Source: an optimization exercise on an open RTL-to-GDS flow (aim: small area). Production flows keep margins and buffers that such runs may drop. In this exercise RTL edits were held to simulation tests only and were not proved equivalent to the original. Power and IR drop assume default switching activity.

==> run a <==
Design regfile_sb, start of the top module:
module regfile_sb
#(
    parameter int unsigned DW = regfile_pkg::DW,
    parameter int unsigned AW = regfile_pkg::AW
) (
    input  logic              clock,
    input  logic              reset,
    input  logic [AW-1:0]     rna,
    input  logic [AW-1:0]     rnb,
    input  logic              use_a,
    input  logic              use_b,
    output logic [DW-1:0]     qa,
    output logic [DW-1:0]     qb,
    input  logic              we,
    input  logic [AW-1:0]     wn,
    input  logic [DW-1:0]     d,
    input  logic              issue,
    input  logic [AW-1:0]     issue_rd,
    output logic              stall,
    output logic [2**AW-1:0]  busy
);
==> module regfile_scoreboard, before the edit <==
module regfile_scoreboard
#(
    parameter int unsigned AW = regfile_pkg::AW
) (
    input  logic              clock,
    input  logic              reset,
    input  logic [AW-1:0]     rna,
    input  logic [AW-1:0]     rnb,
    input  logic              use_a,
    input  logic              use_b,
    input  logic              we,
    input  logic [AW-1:0]     wn,
    input  logic              issue,
    input  logic [AW-1:0]     issue_rd,
    output logic              stall,
    output logic [2**AW-1:0]  busy
);
    localparam int unsigned NR = 2 ** AW;
    logic [NR-1:0] busy_q, busy_d;
    logic          wr_en, set_en;
    logic          hit_a, hit_b;
    assign wr_en  = we && (wn != AW'(regfile_pkg::REG_ZERO));
    assign set_en = issue && !stall && (issue_rd != AW'(regfile_pkg::REG_ZERO));
    always_comb begin
        hit_a = use_a && busy_q[rna];
        hit_b = use_b && busy_q[rnb];
        stall = hit_a || hit_b;
    end
    always_comb begin
        busy_d = busy_q;
        if (wr_en)  busy_d[wn]       = 1'b0;
        if (set_en) busy_d[issue_rd] = 1'b1;
    end
    always_ff @(posedge clock) begin
        if (reset) begin
            busy_q <= '0;
        end else begin
            busy_q <= busy_d;
        end
    end
    assign busy = busy_q;
endmodule
==> module regfile_sb, before the edit <==
module regfile_sb
#(
    parameter int unsigned DW = regfile_pkg::DW,
    parameter int unsigned AW = regfile_pkg::AW
) (
    input  logic              clock,
    input  logic              reset,
    input  logic [AW-1:0]     rna,
    input  logic [AW-1:0]     rnb,
    input  logic              use_a,
    input  logic              use_b,
    output logic [DW-1:0]     qa,
    output logic [DW-1:0]     qb,
    input  logic              we,
    input  logic [AW-1:0]     wn,
    input  logic [DW-1:0]     d,
    input  logic              issue,
    input  logic [AW-1:0]     issue_rd,
    output logic              stall,
    output logic [2**AW-1:0]  busy
);
    localparam int unsigned NR = 2 ** AW;
    logic [DW-1:0] regs_q [NR];
    logic          wr_en;
    assign wr_en = we && (wn != AW'(regfile_pkg::REG_ZERO));
    always_ff @(posedge clock) begin
        if (reset) begin
            for (int i = 0; i < int'(NR); i++) begin
                regs_q[i] <= '0;
            end
        end else if (wr_en) begin
            regs_q[wn] <= d;
        end
    end
    assign qa = regs_q[rna];
    assign qb = regs_q[rnb];
    regfile_scoreboard #(
        .AW (AW)
    ) u_scoreboard (
        .clock    (clock),
        .reset    (reset),
        .rna      (rna),
        .rnb      (rnb),
        .use_a    (use_a),
        .use_b    (use_b),
        .we       (we),
        .wn       (wn),
        .issue    (issue),
        .issue_rd (issue_rd),
        .stall    (stall),
        .busy     (busy)
    );
endmodule
export LEC_CHECK = 0
export CAP_MARGIN = 20
export CORE_MARGIN = 2
export CORE_UTILIZATION = 40
export SLEW_MARGIN = 20
create_clock -name core_clock -period 5.5 [get_ports {clock}]
run.sh (not shown) runs the stock make flow with config.mk's settings and CLKGATE_MAP_FILE= SYNTH_SCRIPT=/design/flow/synth_recipe.tcl, a recipe that flattens the netlist after the stock synthesis.
==> inputs of run b, as changes to run a <==
==> flow/design.v (replaced) <==
package regfile_pkg;
    localparam int unsigned DW       = 32;
    localparam int unsigned AW       = 5;
    localparam int unsigned NREG     = 2 ** AW;
    localparam int unsigned REG_ZERO = 0;
endpackage
module regfile_rdmux
#(
    parameter int unsigned AW = regfile_pkg::AW
) (
    input  logic [2**AW-1:1] sel,
    input  logic [2**AW-1:1] din,
    output logic             q
);
    logic [10:0] n;
    logic [2:0]  p;
    for (genvar k = 0; k < 10; k++) begin : g_aoi
        regfile_aoi222 u_aoi (
            .a1(sel[3*k+1]), .a2(din[3*k+1]),
            .b1(sel[3*k+2]), .b2(din[3*k+2]),
            .c1(sel[3*k+3]), .c2(din[3*k+3]),
            .y (n[k])
        );
    end
    regfile_nand2 u_n31 (.a(sel[31]), .b(din[31]), .y(n[10]));
    regfile_nand4 u_p0 (.a(n[0]), .b(n[1]), .c(n[2]), .d(n[3]), .y(p[0]));
    regfile_nand4 u_p1 (.a(n[4]), .b(n[5]), .c(n[6]), .d(n[7]), .y(p[1]));
    regfile_nand3 u_p2 (.a(n[8]), .b(n[9]), .c(n[10]), .y(p[2]));
    regfile_or3   u_q  (.a(p[0]), .b(p[1]), .c(p[2]), .y(q));
endmodule
module regfile_aoi222 (
    input  logic a1, a2, b1, b2, c1, c2,
    output logic y
);
    assign y = ~((a1 & a2) | (b1 & b2) | (c1 & c2));
endmodule
module regfile_nand2 (
    input  logic a, b,
    output logic y
);
    assign y = ~(a & b);
endmodule
module regfile_nand3 (
    input  logic a, b, c,
    output logic y
);
    assign y = ~(a & b & c);
endmodule
module regfile_nand4 (
    input  logic a, b, c, d,
    output logic y
);
    assign y = ~(a & b & c & d);
endmodule
module regfile_or3 (
    input  logic a, b, c,
    output logic y
);
    assign y = a | b | c;
endmodule
module regfile_ao22 (
    input  logic a1, a2, b1, b2,
    output logic y
);
    assign y = (a1 & a2) | (b1 & b2);
endmodule
module regfile_and2 (
    input  logic a, b,
    output logic y
);
    assign y = a & b;
endmodule
module regfile_oa21 (
    input  logic a1, a2, b,
    output logic y
);
    assign y = (a1 | a2) & b;
endmodule
module regfile_scoreboard
#(
    parameter int unsigned AW = regfile_pkg::AW
) (
    input  logic              clock,
    input  logic              reset,
    input  logic [2**AW-1:1]  sel_a,
    input  logic [2**AW-1:1]  sel_b,
    input  logic              use_a,
    input  logic              use_b,
    input  logic [2**AW-1:1]  hold,
    input  logic              issue,
    input  logic [AW-1:0]     issue_rd,
    output logic              stall,
    output logic [2**AW-1:0]  busy
);
    localparam int unsigned NR = 2 ** AW;
    logic [NR-1:1] busy_q, busy_d, set;
    logic          hit_a, hit_b;
    logic          set_en;
    regfile_rdmux #(.AW(AW)) u_hita (.sel(sel_a), .din(busy_q), .q(hit_a));
    regfile_rdmux #(.AW(AW)) u_hitb (.sel(sel_b), .din(busy_q), .q(hit_b));
    assign stall  = (use_a && hit_a) || (use_b && hit_b);
    assign set_en = !reset && issue && !stall;
    always_comb begin
        for (int i = 1; i < int'(NR); i++) begin
            set[i]    = set_en && (issue_rd == AW'(i));
            busy_d[i] = set[i] || (busy_q[i] && hold[i]);
        end
    end
    always_ff @(posedge clock) begin
        busy_q <= busy_d;
    end
    assign busy = {busy_q, 1'b0};
endmodule
module regfile_sb
#(
    parameter int unsigned DW = regfile_pkg::DW,
    parameter int unsigned AW = regfile_pkg::AW
) (
    input  logic              clock,
    input  logic              reset,
    input  logic [AW-1:0]     rna,
    input  logic [AW-1:0]     rnb,
    input  logic              use_a,
    input  logic              use_b,
    output logic [DW-1:0]     qa,
    output logic [DW-1:0]     qb,
    input  logic              we,
    input  logic [AW-1:0]     wn,
    input  logic [DW-1:0]     d,
    input  logic              issue,
    input  logic [AW-1:0]     issue_rd,
    output logic              stall,
    output logic [2**AW-1:0]  busy
);
    localparam int unsigned NR = 2 ** AW;
    logic [DW-1:0] regs_q [1:NR-1];
    logic [NR-1:1] load, hold;
    logic [NR-1:1] sel_a, sel_b;
    logic [3:0] lo_a, lo_b, lo_w, nlo_w;
    logic [7:0] hi_a, hi_b, hi_w, nhi_w;
    logic       nreset;
    always_comb begin
        for (int k = 0; k < 4; k++) begin
            lo_a[k]  = (rna[1:0] == 2'(k));
            lo_b[k]  = (rnb[1:0] == 2'(k));
            lo_w[k]  = we && !reset && (wn[1:0] == 2'(k));
            nlo_w[k] = !lo_w[k];
        end
        for (int m = 0; m < 8; m++) begin
            hi_a[m]  = (rna[4:2] == 3'(m));
            hi_b[m]  = (rnb[4:2] == 3'(m));
            hi_w[m]  = (wn[4:2] == 3'(m));
            nhi_w[m] = !hi_w[m];
        end
        nreset = !reset;
    end
    for (genvar i = 1; i < int'(NR); i++) begin : g_dec
        regfile_and2 u_sa (.a(lo_a[i%4]), .b(hi_a[i/4]), .y(sel_a[i]));
        regfile_and2 u_sb (.a(lo_b[i%4]), .b(hi_b[i/4]), .y(sel_b[i]));
        regfile_and2 u_ld (.a(lo_w[i%4]), .b(hi_w[i/4]), .y(load[i]));
        regfile_oa21 u_hd (.a1(nlo_w[i%4]), .a2(nhi_w[i/4]), .b(nreset), .y(hold[i]));
    end
    logic [DW-1:0] regs_d [1:NR-1];
    for (genvar i = 1; i < int'(NR); i++) begin : g_wr
        for (genvar j = 0; j < int'(DW); j++) begin : g_bit
            regfile_ao22 u_nxt (
                .a1(regs_q[i][j]), .a2(hold[i]),
                .b1(d[j]),         .b2(load[i]),
                .y (regs_d[i][j])
            );
        end
    end
    always_ff @(posedge clock) begin
        for (int i = 1; i < int'(NR); i++) begin
            regs_q[i] <= regs_d[i];
        end
    end
    for (genvar j = 0; j < int'(DW); j++) begin : g_rd
        logic [NR-1:1] col;
        for (genvar i = 1; i < int'(NR); i++) begin : g_col
            assign col[i] = regs_q[i][j];
        end
        regfile_rdmux #(.AW(AW)) u_rda (.sel(sel_a), .din(col), .q(qa[j]));
        regfile_rdmux #(.AW(AW)) u_rdb (.sel(sel_b), .din(col), .q(qb[j]));
    end
    regfile_scoreboard #(
        .AW (AW)
    ) u_scoreboard (
        .clock    (clock),
        .reset    (reset),
        .sel_a    (sel_a),
        .sel_b    (sel_b),
        .use_a    (use_a),
        .use_b    (use_b),
        .hold     (hold),
        .issue    (issue),
        .issue_rd (issue_rd),
        .stall    (stall),
        .busy     (busy)
    );
endmodule
==> flow/flow/run.sh (new file) <==
#!/bin/bash
# The standard layout (standard.sh), with two changes to the cells it adds:
#  - port buffers use the smallest buffer (buf_1) instead of the flow's default pick;
#  - the clock tree uses clkbuf_8 leaf buffers driving up to 16 flip-flops each,
#    and no dummy loads.
set -e
export BUFFER_PORTS_ARGS="-buffer_cell sky130_fd_sc_hd__buf_1"
export CTS_ARGS="-sink_clustering_enable -repair_clock_nets -dont_use_dummy_load -sink_clustering_size 16 -sink_clustering_max_diameter 60 -buf_list {sky130_fd_sc_hd__clkbuf_8}"
bash standard.sh > standard.log 2>&1
==> flow/standard.sh (new file) <==
#!/bin/bash
# synth_recipe.tcl (not shown) runs the flow's synth.tcl, then flattens the netlist and writes it again
# the make line also repeats each setting of config.mk as NAME=value (left out here)
make -C /OpenROAD-flow-scripts/flow DESIGN_CONFIG=/design/flow/config.mk WORK_HOME=/design/flow/orfs CLKGATE_MAP_FILE= SYNTH_SCRIPT=/design/flow/synth_recipe.tcl "${@:-finish}"
Settings changed: PLACE_DENSITY set to 0.5, SYNTH_HIERARCHICAL set to 1, SYNTH_MINIMUM_KEEP_SIZE set to 0.
removed: flow/run.sh
==> flow_summary_export.csv <==
group,metric,value,unit
final_layout,clk_share,5.33,%
synthesis,yosysWarnings,2,
timing,worst_slack,613,ps
power,powerDensity,300,mW/mm^2
worst_hold_path,min_to,"u_scoreboard.busy_q[16]",
setup_path,r2r_start,"u_scoreboard.busy_q[2]",
power,powerClk,7.36,mW
outcome,status,"complete, no violations",
setup_path,crit_start,"rna[0]",
final_layout,n_antenna_cell,7,
setup_path,critical_path.top_delay_family,"buffers and inverters",
die,row_count,137,
synthesis,ys.flop_type,"edfxtp_1",
-- figures above: run a

==> flow_summary_export.csv <==
group,metric,value,unit
outcome,status,"complete, no violations",
final_layout,finish.utilization,45.0,%
setup_path,r2r_start,"u_scoreboard.busy_q[10]",
setup_path,critical_path.top_delay_family,"simple AND/OR/NAND/NOR gates",
synthesis,ys.flop_type,"dfxtp_1",
final_layout,n_antenna_cell,14,
setup_path,crit_start,"rna[4]",
timing,worst_slack,273,ps
worst_hold_path,min_to,"regs_q[23][11]",
power,powerDensity,288,mW/mm^2
synthesis,yosysWarnings,11,
final_layout,clk_share,3.18,%
power,power.leakage,15.6,nW
die,row_count,114,
-- figures above: run b

-- static timing again, ports no longer ideal --
The flow's constraints put no driver on any port. The routed layouts listed below were extracted and timed again, unchanged, in two steps.
Step 1 sets driving cells, clkbuf_16 on the clock port and buf_2 on the other inputs (assumed; they add their load-dependent delay and slew).
Step 2 moves the port delays by t, midway between the first and last clock arrival at a register: inputs arrive t later, outputs are due t later. That takes back most of the time a late clock gives input paths.
Three values: no drivers, after step 1, after step 2; two values: the first two.
| run | t (ns) | setup WS [ns] | hold slack, ns | pins driven straight from the clock port |
|---|---|---|---|---|
| run a | 0.800 | 0.613 / 0.561 / 0.561 | 0.625 / 0.625 / 0.625 | 1 |
| run b | 0.841 | 0.273 / 0.166 / 0.166 | 0.515 / 0.515 / 0.515 | 1 |
After both steps setup and hold are still met in every run listed. The setup slack of run b, which loses most, moves by -0.107 ns with the drivers and by -0.107 ns with both steps.
